Background: an optimization exercise with open tools, aiming at small area, a short achievable clock period and few clock cycles. Do not read the settings as production practice.
RTL that was checked went through simulation tests only; none was proved equivalent to the original.
The RTL of runs 1 and 2 was laid out without a check of its function.

`flow/config.mk`:
```
export PLATFORM = sky130hd
export DESIGN_NAME = alu_md
export DESIGN_NICKNAME = alu_md
export VERILOG_FILES = /design/flow/design.v
export SDC_FILE = /design/flow/constraint.sdc
export NUM_CORES = 4
export LEC_CHECK = 0
export ABC_AREA = 1
export CAP_MARGIN = 20
export CORE_MARGIN = 2
export CORE_UTILIZATION = 40
export SETUP_SLACK_MARGIN = 1.6
export SLEW_MARGIN = 20
```
`flow/flow/run.sh`:
```
#!/bin/bash
# The standard layout (standard.sh), with two ORFS settings changed: the port buffers use
# buf_1 instead of the default delay-buffer cell, and timing repair may resize a cell to any
# footprint. Each tool's output goes to the ORFS logs under orfs/logs; make's output to
# standard.log.
export BUFFER_PORTS_ARGS="-buffer_cell sky130_fd_sc_hd__buf_1"
bash standard.sh MATCH_CELL_FOOTPRINT=0 finish > standard.log 2>&1
```
`flow/standard.sh`:
```
#!/bin/bash
# synth_recipe.tcl (not shown) runs the flow's synth.tcl, then flattens the netlist and writes it again
# the make line also repeats each setting of config.mk as NAME=value (left out here)
make -C /OpenROAD-flow-scripts/flow DESIGN_CONFIG=/design/flow/config.mk WORK_HOME=/design/flow/orfs CLKGATE_MAP_FILE= SYNTH_SCRIPT=/design/flow/synth_recipe.tcl "${@:-finish}"
```
`flow/design.v`:
```
module alu_md #(
  parameter int unsigned WIDTH = 32,
  parameter int unsigned SAW   = 5,
  parameter int unsigned CW    = 6
) (
  input  logic             clk,
  input  logic             reset,
  input  logic [WIDTH-1:0] RSbus,
  input  logic [WIDTH-1:0] RTbus,
  input  logic [WIDTH-1:0] Imm,
  input  logic             UseImm,
  input  logic [7:0]       SEL,
  input  logic             Start,
  input  logic             ReadLabel,
  input  logic             WriteLabel,
  output logic [WIDTH-1:0] ALUout,
  output logic [WIDTH-1:0] HI,
  output logic [WIDTH-1:0] LO,
  output logic             Busy,
  output logic             Done
);
  logic        s_mul, s_mulx, s_daln, s_div, s_fixq, s_fixr;
  logic [33:0] opa;       
  logic [4:0]  cnt;
  logic        last;      
  logic        hx;        
  logic        ext;       
  logic [1:0]  mcls;      
  logic        negq, negr;
  logic [4:0]  dsh;       
  logic        dvneg;     
  logic        one0, two0, neg0, one1, two1, neg1;    
  logic        unused_labels;
  assign unused_labels = ReadLabel ^ WriteLabel;
  logic [31:0] y;
  logic [4:0]  sa;
  logic        accept;
  logic        op_mul, op_div, op_sgn;
  assign y      = UseImm ? Imm : RTbus;    
  assign sa     = UseImm ? Imm[10:6] : RSbus[4:0];
  assign accept = Start & ~Busy;
  assign op_mul = (SEL == 8'h10) || (SEL == 8'h11);
  assign op_div = (SEL == 8'h12) || (SEL == 8'h13);
  assign op_sgn = ~SEL[0];
  logic        sub;
  logic [33:0] sumc;
  logic [32:0] sum;
  logic        slt, sltu;
  assign sub  = SEL[2];    
  assign sumc = {1'b0, RSbus, 1'b1} + {1'b0, y ^ {32{sub}}, sub};
  assign sum  = sumc[33:1];
  assign sltu = ~sum[32];
  assign slt  = (RSbus[31] ^ y[31]) ? RSbus[31] : sum[31];
  function automatic logic [32:0] rev33(input logic [32:0] v);
    for (int i = 0; i < 33; i++) rev33[i] = v[32-i];
  endfunction
  logic [31:0] shsrc;
  logic        sh_l, fill;
  logic [4:0]  shamt;
  logic [32:0] shin, shr, shout;
  assign shsrc = s_daln ? opa[31:0] : RTbus;
  assign sh_l  = s_daln | SEL[1];
  assign fill  = ~sh_l & ~SEL[0] & RTbus[31];
  assign shamt = s_daln ? dsh : sa;
  assign shin  = sh_l ? rev33({s_daln & dvneg, shsrc}) : {fill, shsrc};
  always_comb begin
    shr = shin;
    if (shamt[4]) shr = {{16{fill}}, shr[32:16]};
    if (shamt[3]) shr = {{8{fill}},  shr[32:8]};
    if (shamt[2]) shr = {{4{fill}},  shr[32:4]};
    if (shamt[1]) shr = {{2{fill}},  shr[32:2]};
    if (shamt[0]) shr = {fill,       shr[32:1]};
  end
  assign shout = sh_l ? rev33(shr) : shr;
  logic [31:0] alu_res;
  logic        alu_we;
  always_comb begin
    alu_we  = 1'b1;
    alu_res = '0;
    case (SEL)
      8'h00, 8'h05: alu_res = sum[31:0];
      8'h01:        alu_res = RSbus & y;
      8'h02:        alu_res = RSbus ^ y;
      8'h03:        alu_res = RSbus | y;
      8'h04:        alu_res = ~(RSbus | y);
      8'h06:        alu_res = {31'b0, sltu};
      8'h07:        alu_res = {31'b0, slt};
      8'h08, 8'h09, 8'h0A: alu_res = shout[31:0];
      8'h14:        alu_res = HI;
      8'h15:        alu_res = LO;
      8'h10, 8'h11, 8'h12, 8'h13, 8'h16, 8'h17: alu_we = 1'b0;
      default:      alu_res = '0;
    endcase
  end
  function automatic logic [1:0] mclass(input logic [31:0] v, input logic sg);
    logic f8, f16, f24;
    f8  = (v[31:7]  == 25'h0) || (sg && (v[31:7]  == 25'h1ffffff));
    f16 = (v[31:15] == 17'h0) || (sg && (v[31:15] == 17'h1ffff));
    f24 = (v[31:23] == 9'h0)  || (sg && (v[31:23] == 9'h1ff));
    mclass = f8 ? 2'd0 : f16 ? 2'd1 : f24 ? 2'd2 : 2'd3;
  endfunction
  logic [1:0]  y_cls, rs_cls, m_cls;
  logic        mswap;
  logic [31:0] mplier, mcand;
  assign y_cls  = mclass(y, op_sgn);
  assign rs_cls = mclass(RSbus, op_sgn);
  assign mswap  = rs_cls < y_cls;
  assign m_cls  = mswap ? rs_cls : y_cls;
  assign mplier = mswap ? RSbus : y;
  assign mcand  = mswap ? y : RSbus;
  function automatic logic [2:0] booth(input logic b1, input logic b0, input logic bm);
    booth[2] = b0 ^ bm;                                    
    booth[1] = (b1 & ~b0 & ~bm) | (~b1 & b0 & bm);         
    booth[0] = b1;                                         
  endfunction
  function automatic logic [5:0] clz32(input logic [31:0] v);
    logic [15:0] z1; logic [15:0]     c1;
    logic [7:0]  z2; logic [7:0][1:0] c2;
    logic [3:0]  z3; logic [3:0][2:0] c3;
    logic [1:0]  z4; logic [1:0][3:0] c4;
    for (int i = 0; i < 16; i++) begin
      z1[i] = ~(v[2*i+1] | v[2*i]);
      c1[i] = ~v[2*i+1];
    end
    for (int i = 0; i < 8; i++) begin
      z2[i] = z1[2*i+1] & z1[2*i];
      c2[i] = z1[2*i+1] ? {1'b1, c1[2*i]} : {1'b0, c1[2*i+1]};
    end
    for (int i = 0; i < 4; i++) begin
      z3[i] = z2[2*i+1] & z2[2*i];
      c3[i] = z2[2*i+1] ? {1'b1, c2[2*i]} : {1'b0, c2[2*i+1]};
    end
    for (int i = 0; i < 2; i++) begin
      z4[i] = z3[2*i+1] & z3[2*i];
      c4[i] = z3[2*i+1] ? {1'b1, c3[2*i]} : {1'b0, c3[2*i+1]};
    end
    clz32 = (z4[1] & z4[0]) ? 6'd32 : (z4[1] ? {2'b01, c4[0]} : {2'b00, c4[1]});
  endfunction
  logic        y_zero, negn, negd;
  logic [5:0]  clzn, clzd;
  assign negn   = op_sgn & RSbus[31];
  assign negd   = op_sgn & y[31];
  assign y_zero = (y == 32'b0);
  assign clzn   = clz32(RSbus ^ {32{negn}});
  assign clzd   = clz32(y ^ {32{negd}});
  logic [6:0] sdiff;
  assign sdiff = {2'b0, (clzd[5] ? 5'd31 : clzd[4:0])} - {1'b0, clzn} + {6'b0, negn};
  logic [36:0] av, x37, pp0, pp1, cv, sv, cc;
  logic [37:0] s38;
  logic [36:0] s37;
  logic        fix, dborrow;
  assign fix = s_fixq | s_fixr | (s_daln & negr);
  assign x37 = {{3{opa[33]}}, opa};
  assign pp0 = (({37{one0}} & x37) | ({37{two0}} & {x37[35:0], 1'b0})) ^ {37{neg0}};
  assign pp1 = (({37{one1}} & {x37[34:0], 2'b0}) | ({37{two1}} & {x37[33:0], 3'b0}))
               ^ {37{neg1}};
  always_comb begin
    if (s_fixq)      av = ~{5'b0, LO};
    else if (s_fixr | s_daln) av = ~{5'b0, HI};
    else             av = {{4{hx}}, hx, HI};
  end
  assign sv      = av ^ pp0 ^ pp1;
  assign cv      = (av & pp0) | (av & pp1) | (pp0 & pp1);
  assign cc      = {cv[35:0], neg1};
  assign s38     = {sv, 1'b1} + {cc, (neg0 | fix)};
  assign s37     = s38[37:1];
  assign dborrow = s37[36];
  logic [31:0] alu_nxt, hi_nxt, lo_nxt;
  logic [33:0] opa_nxt;
  logic [4:0]  cnt_nxt, dsh_nxt;
  logic [5:0]  bctl_nxt;
  logic [1:0]  mcls_nxt;
  logic        n_mul, n_mulx, n_daln, n_div, n_fixq, n_fixr;
  logic        last_nxt, hx_nxt, ext_nxt, negq_nxt, negr_nxt, dvneg_nxt, done_nxt;
  always_comb begin
    {n_mul, n_mulx, n_daln, n_div, n_fixq, n_fixr} = 6'b0;
    alu_nxt  = ALUout;
    hi_nxt   = HI;
    lo_nxt   = LO;
    opa_nxt  = opa;
    cnt_nxt  = cnt;
    last_nxt = last;
    hx_nxt   = hx;
    ext_nxt  = ext;
    mcls_nxt = mcls;
    negq_nxt = negq;
    negr_nxt = negr;
    dsh_nxt  = dsh;
    dvneg_nxt = dvneg;
    bctl_nxt = 6'b0;
    done_nxt = 1'b0;
    dsh_nxt = sdiff[4:0];
    if (!Busy) begin
      hx_nxt    = 1'b0;
      mcls_nxt  = m_cls;
      cnt_nxt   = {2'b0, m_cls, 1'b1};
      last_nxt  = 1'b0;
      ext_nxt   = ~op_sgn & mplier[31];
      dvneg_nxt = negd;
      negq_nxt  = negn ^ negd;
      negr_nxt  = negn;
      if (op_div) opa_nxt = {{2{negd}}, y};
      else begin
        opa_nxt  = {{2{op_sgn & mcand[31]}}, mcand};
        bctl_nxt = {booth(mplier[1], mplier[0], 1'b0), booth(mplier[3], mplier[2], mplier[1])};
      end
    end
    if (accept) begin
      if (alu_we) alu_nxt = alu_res;
      if (SEL == 8'h16) hi_nxt = RSbus;
      if (SEL == 8'h17) lo_nxt = RSbus;
      done_nxt = 1'b1;
      if (op_mul) begin
        done_nxt = 1'b0;
        n_mul    = 1'b1;
        hi_nxt   = '0;
        lo_nxt   = mplier;
      end
      if (op_div) begin
        hi_nxt = RSbus;
        lo_nxt = {32{y_zero}};
        if (!y_zero && !sdiff[6]) begin
          done_nxt = 1'b0;
          n_daln   = 1'b1;
        end
      end
    end
    if (s_mul) begin
      {hx_nxt, hi_nxt} = s37[36:4];
      lo_nxt   = {s37[3:0], LO[31:4]};
      cnt_nxt  = cnt - 5'd1;
      last_nxt = (cnt == 5'd1);
      bctl_nxt = {booth(LO[5], LO[4], LO[3]), booth(LO[7], LO[6], LO[5])};
      if (last) begin
        case (mcls)
          2'd0: begin
            hi_nxt = {{23{s37[36]}}, s37[36:28]};
            lo_nxt = {s37[27:0], LO[31:28]};
          end
          2'd1: begin
            hi_nxt = {{15{s37[36]}}, s37[36:20]};
            lo_nxt = {s37[19:0], LO[31:20]};
          end
          2'd2: begin
            hi_nxt = {{7{s37[36]}}, s37[36:12]};
            lo_nxt = {s37[11:0], LO[31:12]};
          end
          default: ;
        endcase
        if (ext) begin
          n_mulx   = 1'b1;
          bctl_nxt = 6'b100_000;    
        end else done_nxt = 1'b1;
      end else n_mul = 1'b1;
    end
    if (s_mulx) begin
      hi_nxt   = s37[31:0];
      done_nxt = 1'b1;
    end
    if (s_daln) begin
      begin
        if (negr) hi_nxt = s37[31:0];
        n_div    = 1'b1;
        opa_nxt  = {dvneg, shout};
        cnt_nxt  = dsh;
        last_nxt = (dsh == 5'd0);
        bctl_nxt = {2'b10, ~dvneg, 3'b000};    
      end
    end
    if (s_div) begin
      if (!dborrow) hi_nxt = s37[31:0];
      lo_nxt   = {LO[30:0], ~dborrow};
      opa_nxt  = {opa[33], opa[33:1]};
      cnt_nxt  = cnt - 5'd1;
      last_nxt = (cnt == 5'd1);
      bctl_nxt = {one0, two0, neg0, 3'b000};
      if (last) begin
        bctl_nxt = 6'b0;
        if (negq) n_fixq = 1'b1;
        else if (negr) n_fixr = 1'b1;
        else done_nxt = 1'b1;
      end else n_div = 1'b1;
    end
    if (s_fixq) begin
      lo_nxt = s37[31:0];
      if (negr) n_fixr = 1'b1;
      else done_nxt = 1'b1;
    end
    if (s_fixr) begin
      hi_nxt   = s37[31:0];
      done_nxt = 1'b1;
    end
  end
  always_ff @(posedge clk or posedge reset) begin
    if (reset) begin
      ALUout <= '0;
      HI     <= '0;
      LO     <= '0;
      Busy   <= 1'b0;
      Done   <= 1'b0;
      s_mul  <= 1'b0;
      s_mulx <= 1'b0;
      s_daln <= 1'b0;
      s_div  <= 1'b0;
      s_fixq <= 1'b0;
      s_fixr <= 1'b0;
    end else begin
      ALUout <= alu_nxt;
      HI     <= hi_nxt;
      LO     <= lo_nxt;
      Busy   <= n_mul | n_mulx | n_daln | n_div | n_fixq | n_fixr;
      Done   <= done_nxt;
      s_mul  <= n_mul;
      s_mulx <= n_mulx;
      s_daln <= n_daln;
      s_div  <= n_div;
      s_fixq <= n_fixq;
      s_fixr <= n_fixr;
    end
  end
  always_ff @(posedge clk) begin
    opa  <= opa_nxt;
    cnt  <= cnt_nxt;
    last <= last_nxt;
    hx   <= hx_nxt;
    ext  <= ext_nxt;
    mcls <= mcls_nxt;
    negq <= negq_nxt;
    negr <= negr_nxt;
    dsh  <= dsh_nxt;
    dvneg <= dvneg_nxt;
    {one0, two0, neg0, one1, two1, neg1} <= bctl_nxt;
  end
endmodule
```
`flow/constraint.sdc`:
```
create_clock -name core_clock -period 6.0 [get_ports {clk}]
set_input_delay 1.2000 -clock core_clock [delete_from_list [all_inputs] [get_ports {clk}]]
set_output_delay 1.2000 -clock core_clock [all_outputs]
set_load 0.01 [all_outputs]
```
==> flow_metrics.env, run 1 <==
export IMPL_status="finished clean"
export IMPL_max_cap_viol_count=0
export IMPL_critPathSlowestCell="inv_1"
export IMPL_final_antenna_net_count=0
export IMPL_path_max_fanout=22
export IMPL_clkSlewWorstSetupHoldPaths_ns=0.08
export IMPL_antenna_found_initial=5
export IMPL_grt_pass1_vias=30300
export IMPL_fin_skew_ns=0.0183
export IMPL_synth_mux_area_share_pct=0.115
export IMPL_grt_pass1_wl_mm=215
export IMPL_final_nets=4811
export IMPL_start_kind="primary input"
export IMPL_place_area_um2=28100
export IMPL_clk_latency_ns=0.52
export IMPL_synthAdderAreaFrac_pct=9.97
export IMPL_synthArstFlopShare_pct=64.2
export IMPL_fin_crit_sh_pct=74.1
export IMPL_fin_area_um2=30900
export IMPL_core_um2=64300
export IMPL_rsz0062_at_grt="yes"
export IMPL_netlist_area_leader_share_pct=16.3
export IMPL_dp_hpwl_mm=121
export IMPL_yosys_area_share_simple_pct=30.4
export IMPL_hp_class="flop to flop"
export IMPL_grt_usage_pct=44.6
export IMPL_max_slew_margin_pct=20.8
export IMPL_yosys_top_cells_count="nand2_1, inv_1, o21ai_0"
export IMPL_drive_gt1_share_pct=13.1
export IMPL_setup_viol=0
export IMPL_ys_ff_latch=162
export IMPL_cts_sinks=162
export IMPL_vias_per_cell=6.29
export IMPL_cts_max_level=4
export IMPL_initial_utilization_pct=40.4
export IMPL_syn_to_final_growth_pct=18.8
export IMPL_required_ns=6.40
export IMPL_grt_ovfl_total=0
export IMPL_endpoint_kind="flop"
export IMPL_cp_common_cell="inv_1"
export IMPL_drc_errors=0
export IMPL_worst_hold_slack_ns=0.481
export IMPL_yosysSeqAreaShare_pct=16.4
export IMPL_crit_arrival_ns=4.85
export IMPL_synthesis_area_um2=26000
export IMPL_final_max_slew_viol_count=0
export IMPL_final_cells=5386
export IMPL_worst_slew_pin_transition_ns=1.18
export IMPL_synth_compound_area_share_pct=25.9
export IMPL_numPlacedInstances=5265
export IMPL_synthesis_nets=4577
export IMPL_port_buffers=205
export IMPL_grt_max_degree=60
export IMPL_fin_tns_setup_ns=0
export IMPL_cp_cell_sequence="buf_1 -> inv_1 -> nor2_1 -> inv_1 -> nor2_1 -> inv_1 -> nor2_1 -> inv_1 -> o22ai_1 -> a21oi_1 -> o21ai_0 -> a221oi_1 -> nand3_1 -> nand2_1 -> nand2_1"
export IMPL_root_buffer="clkbuf_16"
export IMPL_drt_wl_total_mm=156
export IMPL_io_pins=208
export IMPL_globalplace_congestion=1.10
export IMPL_yosysMostFrequentCell="nand2_1"
export IMPL_first_iter_violations=5372
export IMPL_fmax_mhz=225
export IMPL_fp_dieArea_um2=67100
export IMPL_avgSynthCellArea_um2=6.07
export IMPL_fin_crit_ns=4.45
export IMPL_setup_slack_ns=1.55
export IMPL_synth_ff_type="dfrtp_1"
export IMPL_hold_viol_final=0
export IMPL_die_h_um=259
export IMPL_vias=33900
export IMPL_path_class="primary input to flop"
export IMPL_die_x_um=259
export IMPL_rows=93
export IMPL_yosys_top_cells_area="nand2_1, dfrtp_1, ha_1"
export IMPL_synth_edf_count=50
export IMPL_synth_top_family_by_area="simple AND/OR/NAND/NOR gates"
export IMPL_wl_per_cell_um=28.9
export IMPL_max_stage_delay_ns=0.80
export IMPL_dp_slack_ns=0.496
export IMPL_syn_inst=4282
export IMPL_synth_xor_area_share_pct=5.65
export IMPL_cts_path_max_buffers=2
export IMPL_drtPass1Iterations=9
export IMPL_yosys_area_top_type="nand2_1"
export IMPL_utilization_pct=48.0
export IMPL_ys_types=75
export IMPL_yosys_warnings=1
export IMPL_cts_made_buffers=17
export IMPL_cts_tree="built"
[worst max-delay path: cells and delay by family]
| family | cells | cell delay, ns |
|---|---|---|
| buffers and inverters | 5 | 1.65 |
| AND/OR/NAND/NOR | 6 | 0.73 |
| AO/OA/AOI/OAI | 4 | 1.25 |
[sequential cells by signal (all words and copies together), names as in the netlist, 2 cells and up]
signal,count
opa,34
ALUout,32
HI,32
LO,32
cnt,5
dsh,5
mcls,2
[final cells by class]
cell class	instances	area, um2
Clock buffer	17	425
Tap cell	855	1070
Inverter	514	1970
Multi-Input combinational cell	3380	19900
Fill cell	6961	33400
Antenna cell	2	5.00
Clock inverter	15	173
Timing Repair Buffer	440	3050
Sequential cell	162	4270
Timing Repair inverter	1	5.00
[cell families (layout without fill, tap and decap cells)]
family / Yosys count / count (layout)
compound gates: 1148 / 1148
xor+xnor: 167 / 167
fa+ha+maj: 185 / 185
buf+inv: 740 / 987
flops: 162 / 162
mux: 3 / 3
other cells: 0 / 2
simple gates: 1877 / 1877
[placed cells by master (no fill, tap or decap), drive strengths merged, types with 5 or more instances in the layout]
master,instances
a2111oi,5
a211oi,19
a21boi,7
a21o,13
a21oi,335
a221oi,28
a22oi,13
a31oi,9
and2,7
buf,417
clkbuf,40
clkinv,16
clkinvlp,6
dfrtp,104
dfxtp,8
edfxtp,50
fa,37
ha,148
inv,507
nand2,1155
nand3,339
nand3b,8
nand4,28
nor2,281
nor3,29
nor4,6
o2111a,5
o2111ai,8
o211ai,69
o21a,9
o21ai,461
o21bai,15
o221ai,34
o22ai,105
or2,23
xnor2,10
xor2,157
[what timing repair did]
item	CTS	global route
hold buffers	0	0
gates resized for setup	107	220
gates cloned	3	8
buffers inserted	29	46
endpoints found under the setup margin	59	115
pin swaps	13	64
[routing by layer]
layer	global-route usage [%]	part of all wire (%)
met1	59.2	39
met2	63.1	40
met3	14.8	14
met4	24.7	6.8
met5	0	0.066
[final timing paths]
path	start	to	slack, ns	depth (start not counted)
worst max-delay path	SEL[2]	ALUout[19]	1.55	15
worst min-delay path	ALUout[28]	ALUout[28]	0.48	2
worst max register to register	HI[1]	HI[8]	1.58	24
worst min register to register	ALUout[28]	ALUout[28]	0.48	2
max in group asynchronous	reset	s_daln	3.90	3
min in group asynchronous	reset	LO[2]	0.80	2
==> run 2, diff against run 1 <==
--- a/flow/config.mk
+++ b/flow/config.mk
@@ -9,5 +9,5 @@
 export CAP_MARGIN = 20
 export CORE_MARGIN = 2
 export CORE_UTILIZATION = 40
-export SETUP_SLACK_MARGIN = 1.6
+export SETUP_SLACK_MARGIN = 1.8
 export SLEW_MARGIN = 20
==> run 2 against run 1 <==
Via count fell by 0.45%; register-to-register slack improved by 0.098 ns; die area did not move; core utilization rose by 2.9 points; highest routed layer unchanged.
==> flow_metrics.env, run 2 <==
export IMPL_status="finished clean"
export IMPL_synthArstFlopShare_pct=64.2
export IMPL_synthesis_area_um2=26000
export IMPL_synthAdderAreaFrac_pct=9.97
export IMPL_required_ns=6.37
export IMPL_crit_arrival_ns=4.70
export IMPL_netlist_area_leader_share_pct=16.3
export IMPL_first_iter_violations=5310
export IMPL_port_buffers=205
export IMPL_drc_errors=0
export IMPL_synth_compound_area_share_pct=25.9
export IMPL_grt_ovfl_total=0
export IMPL_die_h_um=259
export IMPL_drtPass1Iterations=7
export IMPL_die_x_um=259
export IMPL_utilization_pct=50.9
export IMPL_max_cap_viol_count=0
export IMPL_regMostFlops="opa"
export IMPL_grt_pass1_vias=30600
export IMPL_worst_slew_pin_transition_ns=1.25
export IMPL_syn_inst=4282
export IMPL_io_pins=208
export IMPL_synth_edf_count=50
export IMPL_worst_hold_slack_ns=0.481
export IMPL_grt_max_degree=61
export IMPL_clk_latency_ns=0.52
export IMPL_vias_per_cell=6.20
export IMPL_core_um2=64300
export IMPL_final_common_cell="nand2_1"
export IMPL_endpoint_kind="flop"
export IMPL_yosys_top_cells_count="nand2_1, inv_1, o21ai_0"
export IMPL_cts_max_level=4
export IMPL_hold_viol_final=0
export IMPL_drt_wl_total_mm=155
export IMPL_hp_class="flop to flop"
export IMPL_clkSlewWorstSetupHoldPaths_ns=0.08
export IMPL_grt_usage_pct=44.5
export IMPL_largest_reg_flops=34
export IMPL_fin_tns_setup_ns=0
export IMPL_cts_path_max_buffers=2
export IMPL_synth_mux_area_share_pct=0.115
export IMPL_fp_dieArea_um2=67100
export IMPL_root_buffer="clkbuf_16"
export IMPL_final_max_slew_viol_count=0
export IMPL_yosys_area_share_simple_pct=30.4
export IMPL_fmax_mhz=231
export IMPL_drive_gt1_share_pct=18.3
export IMPL_max_slew_margin_pct=16.9
export IMPL_place_area_um2=28200
export IMPL_syn_to_final_growth_pct=26.0
export IMPL_yosys_warnings=1
export IMPL_antenna_found_initial=8
export IMPL_synth_top_family_by_area="simple AND/OR/NAND/NOR gates"
export IMPL_synth_xor_area_share_pct=5.65
export IMPL_yosysSeqAreaShare_pct=16.4
export IMPL_vias=33700
export IMPL_final_cell_mix="nand2_1, inv_1, nand3_1"
export IMPL_path_max_fanout=7
export IMPL_yosysMostFrequentCell="nand2_1"
export IMPL_synth_ff_type="dfrtp_1"
export IMPL_cts_sinks=162
export IMPL_final_nets=4865
export IMPL_avgSynthCellArea_um2=6.07
export IMPL_yosys_top_cells_area="nand2_1, dfrtp_1, ha_1"
export IMPL_cts_made_buffers=17
export IMPL_rows=93
export IMPL_ys_types=75
export IMPL_initial_utilization_pct=40.4
export IMPL_path_class="flop to flop"
export IMPL_cts_tree="built"
export IMPL_cts_hold_buf=0
export IMPL_dp_hpwl_mm=119
export IMPL_fin_crit_ns=4.32
export IMPL_rsz0062_at_grt="yes"
export IMPL_start_kind="flop"
export IMPL_final_antenna_net_count=0
export IMPL_grt_pass1_wl_mm=215
export IMPL_setup_viol=0
export IMPL_synthesis_nets=4577
export IMPL_wl_per_cell_um=28.4
export IMPL_fin_skew_ns=0.0232
export IMPL_fin_crit_sh_pct=72.0
export IMPL_yosys_area_top_type="nand2_1"
export IMPL_globalplace_congestion=1.09
export IMPL_diodes=0
export IMPL_fin_area_um2=32800
export IMPL_ys_ff_latch=162
==> run 2: cell counts after synthesis <==
No cell type changed its count.
==> run 2: cell families (layout without fill, tap and decap cells) <==
group / after synthesis / in the layout
flip-flops: 162 / 162
buffers and inverters: 740 / 1040
adder cells (fa/ha/maj): 185 / 185
multiplexers: 3 / 3
XOR/XNOR: 167 / 167
AO/OA/AOI/OAI: 1148 / 1148
AND/OR/NAND/NOR: 1877 / 1878
==> run 2: final timing paths <==
check,from,end,slack [ns],cells past startpoint
min in group asynchronous,reset,LO[19],0.76,2
worst min-delay path,ALUout[30],ALUout[30],0.48,2
worst max register to register,s_fixr,HI[15],1.68,21
worst max-delay path,s_fixr,HI[15],1.68,21
max in group asynchronous,reset,s_daln,3.90,3
worst min register to register,ALUout[30],ALUout[30],0.48,2
==> run 2: critical path, stage by stage, from the launching register on <==
cell and delay [ns]:
dfrtp_1 0.41, nor2_4 0.13, buf_12 0.16, buf_12 0.14, buf_4 0.12, xor2_2 0.13
o21ai_1 0.08, buf_4 0.18, fa_2 0.62, ha_4 0.23, nand2_4 0.11, nor2_4 0.06
buf_4 0.13, a21oi_2 0.17, nor2_2 0.05, nor2_2 0.13, nand4_1 0.30, nand3_1 0.23
buf_4 0.18, o21ai_0 0.10, o211ai_1 0.46, a22oi_2 0.08
==> run 2: stage by stage <==
step | cells | setup slack (ns)
after floorplan | 4282 | 1.77
after global placement | 5251 | 0.498
after detailed placement | 5251 | 0.547
after CTS | 5367 | 1.79
after global routing | 5438 | 1.56
final | 5438 | 1.68
==> run 2: layout make-up <==
| class | instances | area (um2) |
|---|---|---|
| fill | 6851 | 31600 |
| multi-input combinational | 3381 | 21300 |
| sequential | 162 | 4280 |
| timing repair buffer | 490 | 3530 |
| inverter | 514 | 2010 |
| tap | 855 | 1070 |
| clock buffer | 18 | 439 |
| clock inverter | 14 | 159 |
| timing repair inverter | 4 | 28.8 |
==> run 2: layer usage <==
layer | part of all wire, % | GRT usage [%]
met5 | 0.036 | 0
met4 | 6.5 | 23.5
met3 | 14 | 14.0
met2 | 40 | 63.3
met1 | 39 | 59.8
==> run 2: what timing repair did <==
item / in CTS / in global routing
setup endpoints to repair: 113 / 97
hold endpoints to repair: 0 / 0
pin swaps: 61 / 123
gates resized for setup: 222 / 376
cloned: 8 / 9
buffers inserted: 76 / 59
==> run 3, diff against run 2 <==
--- a/flow/design.v
+++ b/flow/design.v
@@ -28,6 +28,7 @@
   logic [1:0]  mcls;      
   logic        negq, negr;
   logic [4:0]  dsh;       
+  logic        zq;        
   logic        dvneg;     
   logic        one0, two0, neg0, one1, two1, neg1;    
   logic        unused_labels;
@@ -168,6 +169,7 @@
   logic [31:0] alu_nxt, hi_nxt, lo_nxt;
   logic [33:0] opa_nxt;
   logic [4:0]  cnt_nxt, dsh_nxt;
+  logic        zq_nxt;
   logic [5:0]  bctl_nxt;
   logic [1:0]  mcls_nxt;
   logic        n_mul, n_mulx, n_daln, n_div, n_fixq, n_fixr;
@@ -186,10 +188,12 @@
     negq_nxt = negq;
     negr_nxt = negr;
     dsh_nxt  = dsh;
+    zq_nxt   = zq;
     dvneg_nxt = dvneg;
     bctl_nxt = 6'b0;
     done_nxt = 1'b0;
     dsh_nxt = sdiff[4:0];
+    zq_nxt  = sdiff[6];
     if (!Busy) begin
       hx_nxt    = 1'b0;
       mcls_nxt  = m_cls;
@@ -217,11 +221,14 @@
         lo_nxt   = mplier;
       end
       if (op_div) begin
-        hi_nxt = RSbus;
-        lo_nxt = {32{y_zero}};
-        if (!y_zero && !sdiff[6]) begin
+        if (y_zero) begin
+          hi_nxt = RSbus;
+          lo_nxt = '1;
+        end else begin
           done_nxt = 1'b0;
           n_daln   = 1'b1;
+          hi_nxt   = RSbus;
+          lo_nxt   = '0;
         end
       end
     end
@@ -258,7 +265,9 @@
       done_nxt = 1'b1;
     end
     if (s_daln) begin
-      begin
+      if (zq) begin
+        done_nxt = 1'b1;
+      end else begin
         if (negr) hi_nxt = s37[31:0];
         n_div    = 1'b1;
         opa_nxt  = {dvneg, shout};
@@ -328,6 +337,7 @@
     negq <= negq_nxt;
     negr <= negr_nxt;
     dsh  <= dsh_nxt;
+    zq   <= zq_nxt;
     dvneg <= dvneg_nxt;
     {one0, two0, neg0, one1, two1, neg1} <= bctl_nxt;
   end
--- a/flow/config.mk
+++ b/flow/config.mk
@@ -9,5 +9,5 @@
 export CAP_MARGIN = 20
 export CORE_MARGIN = 2
 export CORE_UTILIZATION = 40
-export SETUP_SLACK_MARGIN = 1.8
+export SETUP_SLACK_MARGIN = 1.4
 export SLEW_MARGIN = 20
==> run 3 against run 2 <==
Worst hold slack gained 0.0017 ns; critical path depth increased by 1; register-to-register slack lost 0.20 ns; largest cell class unchanged.
==> flow_metrics.env, run 3 <==
export IMPL_rsz0062_at_grt="yes"
export IMPL_reg2reg_from="s_fixq"
export IMPL_status="finished clean"
export IMPL_yosys_top_cells_count="nand2_1, inv_1, nand3_1"
export IMPL_yosys_area_share_simple_pct=33.8
export IMPL_dp_hpwl_mm=124
export IMPL_cts_hold_buf=0
export IMPL_die_x_um=259
export IMPL_grt_pass1_vias=30200
export IMPL_seqCellArea_um2=3900
export IMPL_yosys_top_cells_area="nand2_1, dfrtp_1, nand3_1"
export IMPL_grt_ovfl_total=0
export IMPL_final_antenna_net_count=0
export IMPL_antenna_found_initial=2
export IMPL_fp_dieArea_um2=67100
export IMPL_grt_usage_pct=45.2
export IMPL_cp_num_buf_inv=4
export IMPL_first_iter_violations=4998
export IMPL_setup_slack_ns=1.48
export IMPL_cp_num_cells=22
export IMPL_clk_latency_ns=0.53
export IMPL_synth_edf_count=11
export IMPL_clkSlewWorstSetupHoldPaths_ns=0.08
export IMPL_diodes=0
export IMPL_grt_pass1_wl_mm=218
export IMPL_fin_tns_setup_ns=0
export IMPL_path_class="flop to flop"
export IMPL_wl_per_cell_um=28.3
export IMPL_max_slew_margin_pct=28.0
export IMPL_cp_cell_sequence="inv_2 -> buf_12 -> nor2_1 -> a21oi_2 -> fa_1 -> inv_1 -> ha_1 -> a21oi_2 -> o21ai_0 -> a21oi_1 -> nand2_1 -> nand2_1 -> nand3_2 -> or2_1 -> nand3_1 -> nand2_2 -> inv_4 -> nand3_2 -> nand2_1 -> nand2_1 -> nand2_1 -> o21ai_0"
export IMPL_ys_ff_latch=163
export IMPL_cp_common_cell="nand2_1"
export IMPL_die_h_um=259
export IMPL_hold_depth=2
export IMPL_synth_mux_area_share_pct=0.0769
export IMPL_place_area_um2=28100
export IMPL_syn_to_final_growth_pct=12.3
export IMPL_yosysMostFrequentCell="nand2_1"
export IMPL_yosys_warnings=1
export IMPL_vias=33500
export IMPL_max_stage_delay_ns=0.50
export IMPL_regMostFlops="opa"
export IMPL_endpoint_kind="flop"
export IMPL_hp_class="flop to flop"
export IMPL_initial_utilization_pct=40.5
export IMPL_synth_ff_type="dfrtp_1"
export IMPL_final_common_cell="nand2_1"
export IMPL_synth_top_family_by_area="simple AND/OR/NAND/NOR gates"
export IMPL_path_max_fanout=30
export IMPL_fin_crit_ns=4.52
export IMPL_required_ns=6.36
export IMPL_synthArstFlopShare_pct=63.8
export IMPL_io_pins=208
export IMPL_yosys_area_top_type="nand2_1"
export IMPL_fin_crit_sh_pct=75.3
export IMPL_drtPass1Iterations=10
export IMPL_r2r_end="HI[8]"
export IMPL_setup_viol=0
export IMPL_synthAdderAreaFrac_pct=10.0
export IMPL_num_fill_cells=7300
export IMPL_final_nets=4920
export IMPL_root_buffer="clkbuf_16"
export IMPL_globalplace_congestion=1.09
export IMPL_drc_errors=0
export IMPL_largest_reg_flops=34
export IMPL_core_um2=64300
export IMPL_cts_path_max_buffers=2
export IMPL_netlist_area_leader_share_pct=17.5
export IMPL_cts_made_buffers=17
export IMPL_critPathSlowestCell="fa_1"
export IMPL_fmax_mhz=221
export IMPL_cts_sinks=163
export IMPL_final_cell_mix="nand2_1, inv_1, nand3_1"
export IMPL_synth_compound_area_share_pct=24.5
export IMPL_worst_slew_pin_transition_ns=1.08
export IMPL_cts_max_level=4
export IMPL_ys_types=66
export IMPL_synth_xor_area_share_pct=5.35
export IMPL_rows=93
export IMPL_fin_skew_ns=0.0388
export IMPL_drive_gt1_share_pct=8.07
export IMPL_final_max_slew_viol_count=0
export IMPL_port_buffers=205
export IMPL_rrSetupSlack_ns=1.48
export IMPL_worstHoldStart="ALUout[13]"
export IMPL_synthesis_area_um2=26000
export IMPL_grt_max_degree=69
export IMPL_syn_inst=4465
export IMPL_vias_per_cell=6.09
export IMPL_cts_tree="built"
export IMPL_dp_slack_ns=0.707
export IMPL_reg2reg_depth=22
export IMPL_start_kind="flop"
export IMPL_max_cap_viol_count=0
export IMPL_fin_area_um2=29200
export IMPL_holdPathEnd="ALUout[13]"
export IMPL_multi_input_area_um2=19600
export IMPL_avgSynthCellArea_um2=5.83
export IMPL_hold_viol_final=0
export IMPL_yosysSeqAreaShare_pct=15.0
export IMPL_worst_path_dominant_cell_family="simple AND/OR/NAND/NOR gates"
export IMPL_synthesis_nets=4761
export IMPL_drt_wl_total_mm=156
export IMPL_crit_arrival_ns=4.88
==> run 3: changes by cell type after synthesis, sizes merged, moves of 10 or more <==
cell / delta
nand3: +101
nand2: +70
dfxtp: +40
edfxtp: -39
a21oi: -28
clkbuf: +22
or2: +19
nor2: +18
a221oi: -12
buf: -12
o22ai: +11
nand4: +10
o21ai: -10
o221ai: -10
==> run 3: timing repair <==
action                                  CTS  global route
cloned                                    1             0
buffers inserted                          2            11
endpoints found under the setup margin   40            93
hold endpoints to repair                  0             0
resized for setup                        36            92
pin swaps                                 2             7
==> run 3: logic make-up (layout without fill, tap and decap cells) <==
kind of cell	count (synthesis)	in the layout
multiplexers	2	2
AO/OA/AOI/OAI	1102	1102
AND/OR/NAND/NOR	2098	2098
XOR/XNOR	159	159
buffers and inverters	755	927
flip-flops	163	163
adder cells (fa/ha/maj)	186	186
==> run 3: area by class of cell <==
class	count	area share, %
clock buffer	17	1.45
clock inverter	15	0.582
inverter	519	6.73
multi-input combinational	3547	66.9
sequential	163	13.3
tap	855	3.66
timing repair buffer	376	7.33
==> run 3: tightest hold or removal path, stage by stage, from the launching register on <==
cell     delay, ns
dfrtp_1       0.35
nand2_1       0.06
nand2_1       0.05
==> run 3: worst max path at each step <==
| stage | start | endpoint | slack (ns) |
|---|---|---|---|
| final | s_fixq | HI[8] | 1.48 |
| after floorplan | RSbus[31] | zq | 1.62 |
| after global placement | RSbus[31] | zq | 0.67 |
| after global routing | UseImm | zq | 1.32 |
| after CTS | s_fixr | HI[28] | 1.41 |
| after detailed placement | RSbus[31] | zq | 0.71 |
==> run 3: metal layers <==
| layer | wire length (um) | vias to the layer above | share of wire [%] | global-route usage (%) |
|---|---|---|---|---|
| met4 | 13400 | 4 | 8.6 | 32.2 |
| met1 | 62000 | 15600 | 40 | 58.8 |
| met3 | 16000 | 458 | 10 | 8.44 |
| li1 | - | 15300 | - | - |
| met2 | 64200 | 2129 | 41 | 67.0 |
| met5 | 21 | - | 0.013 | 0 |
==> run 3: through the flow <==
| stage | std cells | utilization (%) | hold slack, ns |
|---|---|---|---|
| 2_1_floorplan | 4465 | - | 0.467 |
| 3_3_place_gp | 5446 | 43.7 | 0.462 |
| 3_5_place_dp | 5446 | 43.7 | 0.463 |
| 4_1_cts | 5481 | 44.9 | 0.485 |
| 5_1_grt | 5492 | 45.4 | 0.508 |
| 6_report | 5492 | 45.4 | 0.483 |
Testbench counts of run 3, summed over its fixed seeds: cycles 19,622.
==> run 4, diff against run 3 <==
--- a/flow/config.mk
+++ b/flow/config.mk
@@ -9,5 +9,5 @@
 export CAP_MARGIN = 20
 export CORE_MARGIN = 2
 export CORE_UTILIZATION = 40
-export SETUP_SLACK_MARGIN = 1.4
+export SETUP_SLACK_MARGIN = 1.7
 export SLEW_MARGIN = 20
==> run 4 against run 3 <==
Still clean; critical path depth shrank 3; count of clock-buffer cells in the layout is the same; clock skew shrank 0.0057 ns; largest cell class unchanged.
==> flow_metrics.env, run 4 <==
export IMPL_drc_errors=0
export IMPL_rows=93
export IMPL_root_buffer="clkbuf_16"
export IMPL_max_slew_margin_pct=26.1
export IMPL_final_nets=4971
export IMPL_globalplace_congestion=1.11
export IMPL_yosys_area_top_type="nand2_1"
export IMPL_grt_max_degree=75
export IMPL_setup_viol=0
export IMPL_vias=34200
export IMPL_synthesis_area_um2=26000
export IMPL_drtPass1Iterations=8
export IMPL_grt_ovfl_total=0
export IMPL_final_antenna_net_count=0
export IMPL_cts_made_buffers=17
export IMPL_grt_pass1_wl_mm=222
export IMPL_worst_hold_slack_ns=0.478
export IMPL_ys_ff_latch=163
export IMPL_final_cell_mix="nand2_1, inv_1, nand3_1"
export IMPL_wl_per_cell_um=28.8
export IMPL_grt_pass1_vias=30700
export IMPL_numPlacedInstances=5445
export IMPL_utilization_pct=48.0
export IMPL_syn_inst=4465
export IMPL_cts_max_level=4
export IMPL_final_cells=5544
export IMPL_fin_crit_sh_pct=70.8
export IMPL_io_pins=208
export IMPL_hold_viol_final=0
export IMPL_path_max_fanout=4
export IMPL_die_h_um=259
export IMPL_drive_gt1_share_pct=12.4
export IMPL_worstHoldStart="ALUout[16]"
export IMPL_initial_utilization_pct=40.5
export IMPL_vias_per_cell=6.16
export IMPL_dp_hpwl_mm=125
export IMPL_reg2reg_from="HI[0]"
export IMPL_fp_dieArea_um2=67100
export IMPL_status="finished clean"
export IMPL_hp_class="flop to flop"
export IMPL_final_max_slew_viol_count=0
export IMPL_port_buffers=205
export IMPL_synth_edf_count=11
export IMPL_cts_hold_buf=0
export IMPL_avgSynthCellArea_um2=5.83
export IMPL_endpoint_kind="flop"
export IMPL_rsz0062_at_grt="yes"
export IMPL_synthesis_nets=4761
export IMPL_largest_reg_flops=34
export IMPL_required_ns=6.45
export IMPL_grt_usage_pct=46.0
export IMPL_crit_arrival_ns=4.70
export IMPL_fin_crit_ns=4.25
export IMPL_fin_tns_setup_ns=0
export IMPL_core_um2=64300
export IMPL_die_x_um=259
export IMPL_synth_ff_type="dfrtp_1"
export IMPL_clkSlewWorstSetupHoldPaths_ns=0.10
export IMPL_yosysMostFrequentCell="nand2_1"
export IMPL_worst_slew_pin_transition_ns=1.11
export IMPL_cts_sinks=163
export IMPL_syn_to_final_growth_pct=18.6
export IMPL_cts_tree="built"
export IMPL_yosys_top_cells_area="nand2_1, dfrtp_1, nand3_1"
export IMPL_worstSetupStartpoint="HI[0]"
export IMPL_ys_types=66
export IMPL_fin_skew_ns=0.0331
export IMPL_max_cap_viol_count=0
export IMPL_cts_path_max_buffers=2
export IMPL_setup_slack_ns=1.75
export IMPL_netlist_area_leader_share_pct=17.5
export IMPL_antenna_found_initial=1
export IMPL_yosys_warnings=1
export IMPL_first_iter_violations=4601
export IMPL_yosysSeqAreaShare_pct=15.0
export IMPL_drt_wl_total_mm=160
export IMPL_path_class="flop to flop"
export IMPL_fmax_mhz=235
export IMPL_clk_latency_ns=0.53
export IMPL_start_kind="flop"
export IMPL_dp_slack_ns=0.596
export IMPL_final_common_cell="nand2_1"
export IMPL_yosys_top_cells_count="nand2_1, inv_1, nand3_1"
export IMPL_regMostFlops="opa"
export IMPL_synthArstFlopShare_pct=63.8
[run 4: cell counts after synthesis]
No cell type changed its count.
[run 4: through the flow]
stage / cell area [um2]
final: 30900
after CTS: 29600
after floorplan: 26000
after detailed placement: 28100
after global routing: 30900
after global placement: 28100
[run 4: worst paths after layout]
path,end,cells past startpoint,slack [ns]
max,LO[10],19,1.75
min,ALUout[16],2,0.48
max reg2reg,LO[10],19,1.75
min reg2reg,ALUout[16],2,0.48
max in group asynchronous,ALUout[23],3,3.99
min in group asynchronous,LO[31],2,0.84
[run 4: final cells by class]
cell class                 count  area (um2)
inverter                     519        2010
clock buffer                  17         425
tap                          855        1070
timing repair inverter         3        22.5
fill                        7050       33500
clock inverter                15         205
timing repair buffer         424        2830
multi-input combinational   3547       20400
sequential                   163        3900
antenna                        1        2.50
[run 4: timing repair]
item	4_1_cts	5_1_grt
cloned	8	4
buffers inserted	21	33
resized for setup	152	246
endpoints found under the setup margin	107	125
pin swaps	9	47
[run 4: cell families after synthesis]
group           Yosys count  synth area share (%)
compound gates         1102                  24.5
xor+xnor                159                  5.35
fa+ha+maj               186                  10.0
buf+inv                 755                  11.3
flops                   163                  15.0
mux                       2                0.0769
simple gates           2098                  33.8
[run 4: layer usage]
metal / GRT usage [%] / part of all wire, % / vias up
met5: 0 / 0 / -
met3: 8.64 / 10 / 483
met1: 59.4 / 39 / 16000
met4: 36.6 / 10 / 0
met2: 67.1 / 41 / 2333
li1: - / - / 15300
[run 4: critical path, cell delays in order (launching register included)]
cell	delay (ns)
dfrtp_2	0.50
inv_1	0.18
o21ai_2	0.27
nand2_1	0.15
o21ai_4	0.12
inv_1	0.11
fa_1	0.50
xor2_1	0.33
nand3_1	0.19
nand2_4	0.13
a21oi_4	0.08
o21ai_4	0.18
xor2_1	0.47
inv_1	0.17
buf_4	0.21
o21ai_0	0.18
o211ai_1	0.12
nand3_1	0.14
nand2_1	0.08
nand2_1	0.06
==> run 5, diff against run 4 <==
--- a/flow/config.mk
+++ b/flow/config.mk
@@ -9,5 +9,6 @@
 export CAP_MARGIN = 20
 export CORE_MARGIN = 2
 export CORE_UTILIZATION = 40
-export SETUP_SLACK_MARGIN = 1.7
+export PLACE_DENSITY = 0.7
+export SETUP_SLACK_MARGIN = 1.6
 export SLEW_MARGIN = 20
==> run 5 against run 4 <==
Wire length is 2.8% lower; critical path depth is 4 higher; worst hold slack better by 0.0014 ns; register-to-register slack worse by 0.17 ns; worst setup slack worse by 0.17 ns; count of clock-buffer cells in the layout is 3 higher; cell area is 2.4% lower.
==> flow_metrics.env, run 5 <==
export IMPL_num_fill_cells=7064
export IMPL_worstSetupStartpoint="s_daln"
export IMPL_setup_viol=0
export IMPL_path_class="flop to flop"
export IMPL_cp_common_cell="nand2_1"
export IMPL_fin_crit_ns=4.42
export IMPL_critPathSlowestCell="fa_1"
export IMPL_syn_inst=4465
export IMPL_drive_gt1_share_pct=10.6
export IMPL_ys_ff_latch=163
export IMPL_synthesis_nets=4761
export IMPL_cts_tree="built"
export IMPL_grt_max_degree=75
export IMPL_root_buffer="clkbuf_16"
export IMPL_rows=93
export IMPL_holdPathEnd="ALUout[14]"
export IMPL_cts_hold_buf=0
export IMPL_cp_cell_sequence="nor2_4 -> buf_4 -> clkbuf_16 -> xor2_1 -> a21oi_2 -> fa_1 -> inv_1 -> ha_2 -> a21oi_2 -> o21ai_1 -> a21oi_1 -> nand2_1 -> nand2_1 -> nand3_2 -> or2_4 -> nand2_2 -> nand2_4 -> nand2_4 -> clkinvlp_4 -> buf_12 -> clkbuf_16 -> nand2_1 -> o21ai_0"
export IMPL_vias_per_cell=6.16
export IMPL_largest_reg_flops=34
export IMPL_status="finished clean"
export IMPL_clkSlewWorstSetupHoldPaths_ns=0.08
export IMPL_hold_depth=2
export IMPL_syn_to_final_growth_pct=15.7
export IMPL_fin_skew_ns=0.0184
export IMPL_yosysSeqAreaShare_pct=15.0
export IMPL_cts_path_max_buffers=2
export IMPL_utilization_pct=46.8
export IMPL_regMostFlops="opa"
export IMPL_reg2reg_from="s_daln"
export IMPL_start_kind="flop"
export IMPL_rrSetupSlack_ns=1.58
export IMPL_die_h_um=259
export IMPL_diodes=0
export IMPL_yosys_top_cells_count="nand2_1, inv_1, nand3_1"
export IMPL_max_slew_margin_pct=22.2
export IMPL_clk_latency_ns=0.50
export IMPL_r2r_end="HI[14]"
export IMPL_netlist_area_leader_share_pct=17.5
export IMPL_final_antenna_net_count=0
export IMPL_max_stage_delay_ns=0.50
export IMPL_crit_arrival_ns=4.79
export IMPL_yosys_area_top_type="nand2_1"
export IMPL_grt_pass1_vias=30300
export IMPL_io_pins=208
export IMPL_final_nets=4955
export IMPL_first_iter_violations=5220
export IMPL_dp_slack_ns=0.609
export IMPL_globalplace_congestion=1.13
export IMPL_antenna_found_initial=3
export IMPL_final_max_slew_viol_count=0
export IMPL_yosys_warnings=1
export IMPL_rsz0062_at_grt="yes"
export IMPL_dp_hpwl_mm=122
export IMPL_drc_errors=0
export IMPL_synth_edf_count=11
export IMPL_required_ns=6.37
export IMPL_wl_per_cell_um=28.1
export IMPL_drtPass1Iterations=6
export IMPL_synthArstFlopShare_pct=63.8
export IMPL_fin_crit_sh_pct=73.6
export IMPL_yosys_top_cells_area="nand2_1, dfrtp_1, nand3_1"
export IMPL_grt_pass1_wl_mm=215
export IMPL_cp_num_cells=23
export IMPL_cts_made_buffers=17
export IMPL_reg2reg_depth=23
export IMPL_fmax_mhz=226
export IMPL_vias=34100
export IMPL_core_um2=64300
export IMPL_drt_wl_total_mm=155
export IMPL_hp_class="flop to flop"
export IMPL_hold_viol_final=0
export IMPL_final_cell_mix="nand2_1, inv_1, nand3_1"
export IMPL_worst_path_dominant_cell_family="simple AND/OR/NAND/NOR gates"
export IMPL_cp_num_buf_inv=6
export IMPL_worst_slew_pin_transition_ns=1.17
export IMPL_max_cap_viol_count=0
export IMPL_cts_sinks=163
export IMPL_worstHoldStart="ALUout[14]"
export IMPL_endpoint_kind="flop"
export IMPL_cts_max_level=4
export IMPL_ys_types=66
export IMPL_yosysMostFrequentCell="nand2_1"
export IMPL_fp_dieArea_um2=67100
export IMPL_path_max_fanout=8
export IMPL_grt_usage_pct=44.5
export IMPL_initial_utilization_pct=40.5
export IMPL_synth_ff_type="dfrtp_1"
export IMPL_die_x_um=259
export IMPL_final_common_cell="nand2_1"
export IMPL_avgSynthCellArea_um2=5.83
export IMPL_grt_ovfl_total=0
export IMPL_fin_tns_setup_ns=0
export IMPL_setup_slack_ns=1.58
export IMPL_synthesis_area_um2=26000
export IMPL_port_buffers=205
## run 5: worst min-delay path, delay by kind of cell (launching register included)
| kind | cells | cell delay, ns |
|---|---|---|
| flops | 1 | 0.35 |
| simple gates | 2 | 0.10 |
## run 5: metrics by stage
step | cell area [um2] | std cells | hold slack [ns]
5_1_grt | 30100 | 5527 | 0.498
3_5_place_dp | 28200 | 5444 | 0.464
3_3_place_gp | 28200 | 5444 | 0.460
6_report | 30100 | 5527 | 0.479
4_1_cts | 29100 | 5492 | 0.483
2_1_floorplan | 26000 | 4465 | 0.467
## run 5: kinds of logic after synthesis
group | after synthesis | synth area share [%]
compound gates | 1102 | 24.5
fa+ha+maj | 186 | 10.0
simple gates | 2098 | 33.8
xor+xnor | 159 | 5.35
buf+inv | 755 | 11.3
flops | 163 | 15.0
mux | 2 | 0.0769
## run 5: final cells by class
cell class                      instances  area, um2  share of cell area [%]
Timing Repair Buffer                  408       2560                    8.51
Clock buffer                           20        458                    1.52
Clock inverter                         12       96.3                   0.320
Tap cell                              855       1070                    3.55
Multi-Input combinational cell       3547      20000                    66.4
Inverter                              519       2000                    6.65
Timing Repair inverter                  3       20.0                  0.0665
Sequential cell                       163       3900                    13.0
## run 5: how the worst max path moves through the flow
| stage | endpoint | slack [ns] |
|---|---|---|
| 2_1_floorplan | zq | 1.62 |
| 3_5_place_dp | zq | 0.61 |
| 6_report | HI[14] | 1.58 |
| 4_1_cts | HI[12] | 1.60 |
| 3_3_place_gp | zq | 0.58 |
| 5_1_grt | HI[14] | 1.52 |
## run 5: repair_timing
| action | 4_1_cts | 5_1_grt |
|---|---|---|
| setup endpoints to repair | 76 | 102 |
| cloned | 4 | 6 |
| pin swaps | 3 | 22 |
| gates resized for setup | 84 | 182 |
| buffers inserted | 12 | 29 |
## run 5: per-layer routing
metal  GRT usage, %  routed length (um)
met3           9.97               18000
met2           63.8               62100
met4           34.9               15400
met5              0                  27
met1           57.4               59700
==> run 6, diff against run 5 <==
--- a/flow/config.mk
+++ b/flow/config.mk
@@ -9,6 +9,5 @@
 export CAP_MARGIN = 20
 export CORE_MARGIN = 2
 export CORE_UTILIZATION = 40
-export PLACE_DENSITY = 0.7
 export SETUP_SLACK_MARGIN = 1.6
 export SLEW_MARGIN = 20
==> run 6 against run 5 <==
Critical path depth down 1; sequential cell count unchanged; worst setup slack better by 0.068 ns; via count down 0.50%; non-clock buffer count down 10.
==> flow_metrics.env, run 6 <==
export IMPL_grt_usage_pct=45.3
export IMPL_path_max_fanout=26
export IMPL_globalplace_congestion=1.09
export IMPL_synth_ff_type="dfrtp_1"
export IMPL_yosys_top_cells_count="nand2_1, inv_1, nand3_1"
export IMPL_required_ns=6.38
export IMPL_seqCellArea_um2=3900
export IMPL_fin_skew_ns=0.0346
export IMPL_fin_crit_ns=4.35
export IMPL_grt_ovfl_total=0
export IMPL_cts_made_buffers=17
export IMPL_final_common_cell="nand2_1"
export IMPL_antenna_found_initial=2
export IMPL_syn_to_final_growth_pct=16.3
export IMPL_ys_types=66
export IMPL_start_kind="flop"
export IMPL_fmax_mhz=230
export IMPL_drtPass1Iterations=9
export IMPL_wl_per_cell_um=28.5
export IMPL_die_x_um=259
export IMPL_endpoint="HI[28]"
export IMPL_fp_dieArea_um2=67100
export IMPL_setup_viol=0
export IMPL_grt_max_degree=69
export IMPL_port_buffers=205
export IMPL_dp_slack_ns=0.707
export IMPL_setup_slack_ns=1.65
export IMPL_netlist_area_leader_share_pct=17.5
export IMPL_drt_wl_total_mm=157
export IMPL_r2r_end="HI[28]"
export IMPL_max_stage_delay_ns=0.49
export IMPL_hold_viol_final=0
export IMPL_worst_slew_pin_transition_ns=1.12
export IMPL_worst_hold_slack_ns=0.483
export IMPL_cts_sinks=163
export IMPL_largest_reg_flops=34
export IMPL_reg2reg_from="s_fixr"
export IMPL_critPathSlowestCell="fa_1"
export IMPL_worstSetupStartpoint="s_fixr"
export IMPL_rsz0062_at_grt="yes"
export IMPL_synthesis_nets=4761
export IMPL_yosys_area_top_type="nand2_1"
export IMPL_vias_per_cell=6.15
export IMPL_synthArstFlopShare_pct=63.8
export IMPL_drc_errors=0
export IMPL_vias=33900
export IMPL_core_um2=64300
export IMPL_yosys_warnings=1
export IMPL_reg2reg_depth=22
export IMPL_path_class="flop to flop"
export IMPL_regMostFlops="opa"
export IMPL_status="finished clean"
export IMPL_final_max_slew_viol_count=0
export IMPL_cts_hold_buf=0
export IMPL_final_cell_mix="nand2_1, inv_1, nand3_1"
export IMPL_io_pins=208
export IMPL_yosysSeqAreaShare_pct=15.0
export IMPL_ys_ff_latch=163
export IMPL_diodes=0
export IMPL_num_fill_cells=7197
export IMPL_cts_path_max_buffers=2
export IMPL_crit_arrival_ns=4.73
export IMPL_synthesis_area_um2=26000
export IMPL_avgSynthCellArea_um2=5.83
export IMPL_die_h_um=259
export IMPL_drive_gt1_share_pct=11.1
export IMPL_cp_common_cell="nand2_4"
export IMPL_root_buffer="clkbuf_16"
export IMPL_cts_max_level=4
export IMPL_fin_tns_setup_ns=0
export IMPL_clkSlewWorstSetupHoldPaths_ns=0.08
export IMPL_yosys_top_cells_area="nand2_1, dfrtp_1, nand3_1"
export IMPL_grt_pass1_vias=30300
export IMPL_final_nets=4942
export IMPL_cts_tree="built"
export IMPL_syn_inst=4465
export IMPL_final_antenna_net_count=0
export IMPL_fin_crit_sh_pct=72.5
export IMPL_rows=93
export IMPL_initial_utilization_pct=40.5
export IMPL_max_cap_viol_count=0
export IMPL_hp_class="flop to flop"
export IMPL_multi_input_area_um2=20300
export IMPL_max_slew_margin_pct=25.4
export IMPL_synth_edf_count=11
export IMPL_clk_latency_ns=0.52
export IMPL_rrSetupSlack_ns=1.65
export IMPL_first_iter_violations=5154
export IMPL_dp_hpwl_mm=124
export IMPL_grt_pass1_wl_mm=219
export IMPL_yosysMostFrequentCell="nand2_1"
export IMPL_endpoint_kind="flop"
export IMPL_cp_cell_sequence="nor2_4 -> buf_6 -> buf_6 -> xor2_1 -> a21oi_2 -> fa_1 -> inv_1 -> ha_4 -> a21oi_2 -> o21ai_1 -> a21oi_1 -> nand2_1 -> nand2_1 -> nand3_4 -> or2_4 -> nand2_4 -> nand2_4 -> nand2_4 -> clkinvlp_4 -> buf_12 -> o211ai_1 -> o21ai_0"
run 6: cell counts after synthesis:
No cell type changed its count.
run 6: what timing repair did:
item	in CTS	in global routing
gates resized for setup	99	240
pin swaps	7	28
cloned	3	1
setup buffers	14	18
endpoints found under the setup margin	71	122
run 6: per-stage QoR:
| stage | cells | utilization (%) | cell area [um2] |
|---|---|---|---|
| final | 5514 | 47.0 | 30300 |
| after global routing | 5514 | 47.0 | 30300 |
| after CTS | 5495 | 45.4 | 29200 |
| after global placement | 5446 | 43.7 | 28100 |
| after detailed placement | 5446 | 43.7 | 28100 |
| after floorplan | 4465 | - | 26000 |
run 6: worst max-delay path, delay by kind of cell (launching register included):
kind / cells / cell delay, ns
AO/OA/AOI/OAI: 6 / 0.98
XOR/XNOR: 1 / 0.09
adder cells (fa/ha/maj): 2 / 0.73
buffers and inverters: 5 / 0.75
flip-flops: 1 / 0.44
AND/OR/NAND/NOR: 8 / 1.22
run 6: cells by family (layout without fill, tap and decap cells):
group           after synthesis  count (layout)  share of synthesized area [%]
simple gates               2098            2098                           33.8
compound gates             1102            1102                           24.5
buf+inv                     755             949                           11.3
fa+ha+maj                   186             186                           10.0
flops                       163             163                           15.0
xor+xnor                    159             159                           5.35
mux                           2               2                         0.0769
run 6: worst min path at each step:
| stage | depth (start not counted) | slack [ns] | to | from |
|---|---|---|---|---|
| floorplan | 2 | 0.47 | s_fixq | last |
| global placement | 2 | 0.46 | ALUout[23] | ALUout[23] |
| detailed placement | 2 | 0.46 | ALUout[13] | ALUout[13] |
| CTS | 2 | 0.49 | ALUout[13] | ALUout[13] |
| global route | 2 | 0.51 | ALUout[31] | ALUout[31] |
| finish | 2 | 0.48 | ALUout[13] | ALUout[13] |
run 6: cell type report:
type | count | share of cell area, %
Clock buffer | 17 | 1.41
Clock inverter | 15 | 0.562
Inverter | 519 | 6.55
Multi-Input combinational cell | 3547 | 67.1
Sequential cell | 163 | 12.9
Tap cell | 855 | 3.53
Timing Repair Buffer | 398 | 8.02
run 6: routing by layer:
layer | GRT usage, % | share of wire (%)
met1 | 58.7 | 39
met2 | 67.6 | 41
met4 | 32.2 | 8.8
met5 | 0 | 0.0045
met3 | 8.65 | 11
==> run 7, diff against run 6 <==
--- a/flow/config.mk
+++ b/flow/config.mk
@@ -8,6 +8,7 @@
 export ABC_AREA = 1
 export CAP_MARGIN = 20
 export CORE_MARGIN = 2
-export CORE_UTILIZATION = 40
+export CORE_UTILIZATION = 48
+export PLACE_DENSITY = 0.65
 export SETUP_SLACK_MARGIN = 1.6
 export SLEW_MARGIN = 20
==> run 7 against run 6 <==
Maximum frequency down 3.1%; core utilization up 8.3 points; clock skew up 0.0074 ns; still clean on timing, DRC and antenna; highest routed layer unchanged; first-iteration DRC count up 9.8%.
==> flow_metrics.env, run 7 <==
export IMPL_largest_reg_flops=34
export IMPL_num_fill_cells=5777
export IMPL_fin_skew_ns=0.0420
export IMPL_rsz0062_at_grt="yes"
export IMPL_reg2reg_from="HI[31]"
export IMPL_hp_class="flop to flop"
export IMPL_synthesis_area_um2=26000
export IMPL_ys_ff_latch=163
export IMPL_hold_depth=2
export IMPL_avgSynthCellArea_um2=5.83
export IMPL_grt_max_degree=75
export IMPL_clkSlewWorstSetupHoldPaths_ns=0.08
export IMPL_fp_dieArea_um2=56100
export IMPL_status="finished clean"
export IMPL_yosys_warnings=1
export IMPL_final_common_cell="nand2_1"
export IMPL_synth_edf_count=11
export IMPL_initial_utilization_pct=48.5
export IMPL_port_buffers=205
export IMPL_max_cap_viol_count=0
export IMPL_cts_max_level=4
export IMPL_cp_cell_sequence="inv_1 -> o21ai_1 -> nand2_1 -> o21ai_2 -> fa_1 -> inv_1 -> ha_2 -> a21oi_1 -> o21ai_1 -> nand2_1 -> o211ai_1 -> a21oi_2 -> nand3_2 -> or2_4 -> nand2_2 -> nand2_2 -> nand2_4 -> clkinvlp_4 -> buf_12 -> o21ai_0 -> o22ai_1"
export IMPL_r2r_end="HI[31]"
export IMPL_path_class="flop to flop"
export IMPL_root_buffer="clkbuf_16"
export IMPL_fmax_mhz=223
export IMPL_fin_crit_ns=4.49
export IMPL_wl_per_cell_um=27.3
export IMPL_vias=34200
export IMPL_drive_gt1_share_pct=9.53
export IMPL_final_nets=4920
export IMPL_worstHoldStart="ALUout[12]"
export IMPL_yosys_area_top_type="nand2_1"
export IMPL_worst_path_dominant_cell_family="compound AO/OA/AOI/OAI gates"
export IMPL_setup_viol=0
export IMPL_crit_arrival_ns=4.86
export IMPL_globalplace_congestion=1.13
export IMPL_cts_hold_buf=0
export IMPL_io_pins=208
export IMPL_die_x_um=237
export IMPL_yosysSeqAreaShare_pct=15.0
export IMPL_synthArstFlopShare_pct=63.8
export IMPL_fin_tns_setup_ns=0
export IMPL_cts_tree="built"
export IMPL_syn_inst=4465
export IMPL_core_um2=53700
export IMPL_endpoint_kind="flop"
export IMPL_yosysMostFrequentCell="nand2_1"
export IMPL_grt_pass1_wl_mm=204
export IMPL_cts_path_max_buffers=2
export IMPL_grt_pass1_vias=29900
export IMPL_max_stage_delay_ns=0.51
export IMPL_synthesis_nets=4761
export IMPL_regMostFlops="opa"
export IMPL_final_max_slew_viol_count=0
export IMPL_cts_made_buffers=17
export IMPL_final_cell_mix="nand2_1, inv_1, nand3_1"
export IMPL_final_antenna_net_count=0
export IMPL_worst_slew_pin_transition_ns=1.12
export IMPL_start_kind="flop"
export IMPL_clk_latency_ns=0.52
export IMPL_grt_ovfl_total=0
export IMPL_drtPass1Iterations=8
export IMPL_first_iter_violations=5659
export IMPL_max_slew_margin_pct=24.8
export IMPL_cts_sinks=163
export IMPL_yosys_top_cells_area="nand2_1, dfrtp_1, nand3_1"
export IMPL_holdPathEnd="ALUout[12]"
export IMPL_synth_ff_type="dfrtp_1"
export IMPL_hold_viol_final=0
export IMPL_critPathSlowestCell="dfrtp_1"
export IMPL_drt_wl_total_mm=146
export IMPL_rrSetupSlack_ns=1.51
export IMPL_path_max_fanout=8
export IMPL_yosys_top_cells_count="nand2_1, inv_1, nand3_1"
export IMPL_vias_per_cell=6.42
export IMPL_drc_errors=0
export IMPL_syn_to_final_growth_pct=14.1
export IMPL_netlist_area_leader_share_pct=17.5
export IMPL_reg2reg_depth=21
export IMPL_cp_num_buf_inv=4
export IMPL_dp_hpwl_mm=113
export IMPL_ys_types=66
export IMPL_required_ns=6.38
export IMPL_grt_usage_pct=49.8
export IMPL_die_h_um=237
export IMPL_fin_crit_sh_pct=74.8
export IMPL_antenna_found_initial=3
export IMPL_rows=85
[run 7: cell counts after synthesis]
Identical to the previous run, type by type.
[run 7: layout make-up]
| cell class | count | area (um2) | area share [%] |
|---|---|---|---|
| tap | 696 | 871 | 2.93 |
| timing repair buffer | 373 | 2320 | 7.80 |
| clock inverter | 14 | 156 | 0.526 |
| sequential | 163 | 3900 | 13.1 |
| inverter | 519 | 2010 | 6.76 |
| timing repair inverter | 3 | 25.0 | 0.0842 |
| clock buffer | 18 | 439 | 1.48 |
| multi-input combinational | 3547 | 20000 | 67.3 |
| antenna | 1 | 2.50 | 0.00842 |
[run 7: repair_timing]
action                     CTS  global route
pin swaps                    4            25
setup endpoints to repair   67           121
setup buffers               15            17
gates cloned                 1             9
gates resized for setup     67           190
[run 7: stage by stage]
step	util [%]	cell area, um2	hold slack (ns)	worst slack [ns]	cells
final	55.3	29700	0.478	1.51	5334
after global routing	55.3	29700	0.501	1.44	5333
after CTS	53.4	28700	0.484	1.52	5307
after detailed placement	51.7	27800	0.463	0.627	5259
after global placement	51.7	27800	0.461	0.633	5259
after floorplan	-	26000	0.467	1.62	4465
[run 7: kinds of logic after synthesis]
family / synth area share, %
AO/OA/AOI/OAI: 24.5
XOR/XNOR: 5.35
multiplexers: 0.0769
AND/OR/NAND/NOR: 33.8
flip-flops: 15.0
buffers and inverters: 11.3
adder cells (fa/ha/maj): 10.0
[run 7: worst max path at each step]
stage,from,endpoint,cells past startpoint
after global placement,RSbus[31],zq,21
after CTS,s_fixr,HI[8],23
after global routing,two0,HI[31],21
after detailed placement,RSbus[31],zq,21
after floorplan,RSbus[31],zq,19
final,HI[31],HI[31],21
[run 7: tightest hold or removal path, delay by kind of cell (launching register included)]
kind	cells	cell delay (ns)
DFF	1	0.35
and+or+nand+nor	2	0.10
[run 7: layer usage]
layer / vias up / wire, um / GRT usage [%]
met4: 4 / 15900 / 42.5
li1: 15300 / - / -
met3: 694 / 18600 / 12.5
met5: - / 21 / 0
met1: 15500 / 54200 / 63.7
met2: 2749 / 56800 / 69.8

==> afterwards: timing with drivers on the ports <==
The flow's constraints put no driver on any port. The routed layouts listed below were extracted and timed again, unchanged, in two steps.
Step 1: set_driving_cell puts a clkbuf_16 on clk and a buf_2 on each other input, an assumption about the parent block.
Step 2 times the ports against the registers' clock, not the clock port: input delays grow and output delays shrink by t, the midpoint of the rising clock arrivals with the driver on.
Three values: no drivers, after step 1, after step 2; two values: the first two.
run | shift t [ns] | setup slack, ns | worst hold slack (ns) | pins driven straight from the clock port
run 1 | 0.577 | 1.552 / 1.579 / 1.002 | 0.481 / 0.481 / 0.481 | 1
run 2 | 0.573 | 1.678 / 1.627 / 1.055 | 0.481 / 0.481 / 0.481 | 1
run 3 | 0.571 | 1.481 / 1.481 / 1.033 | 0.483 / 0.483 / 0.483 | 1
run 4 | 0.583 | 1.752 / 1.752 / 1.290 | 0.478 / 0.478 / 0.478 | 1
run 5 | 0.556 | 1.582 / 1.582 / 1.154 | 0.479 / 0.479 / 0.479 | 1
run 6 | 0.565 | 1.650 / 1.650 / 1.134 | 0.483 / 0.483 / 0.483 | 1
run 7 | 0.568 | 1.512 / 1.512 / 1.117 | 0.478 / 0.478 / 0.478 | 1
After both steps setup and hold are still met in every run listed. The setup slack of run 2, which loses most, moves by -0.051 ns with the drivers and by -0.623 ns with both steps.
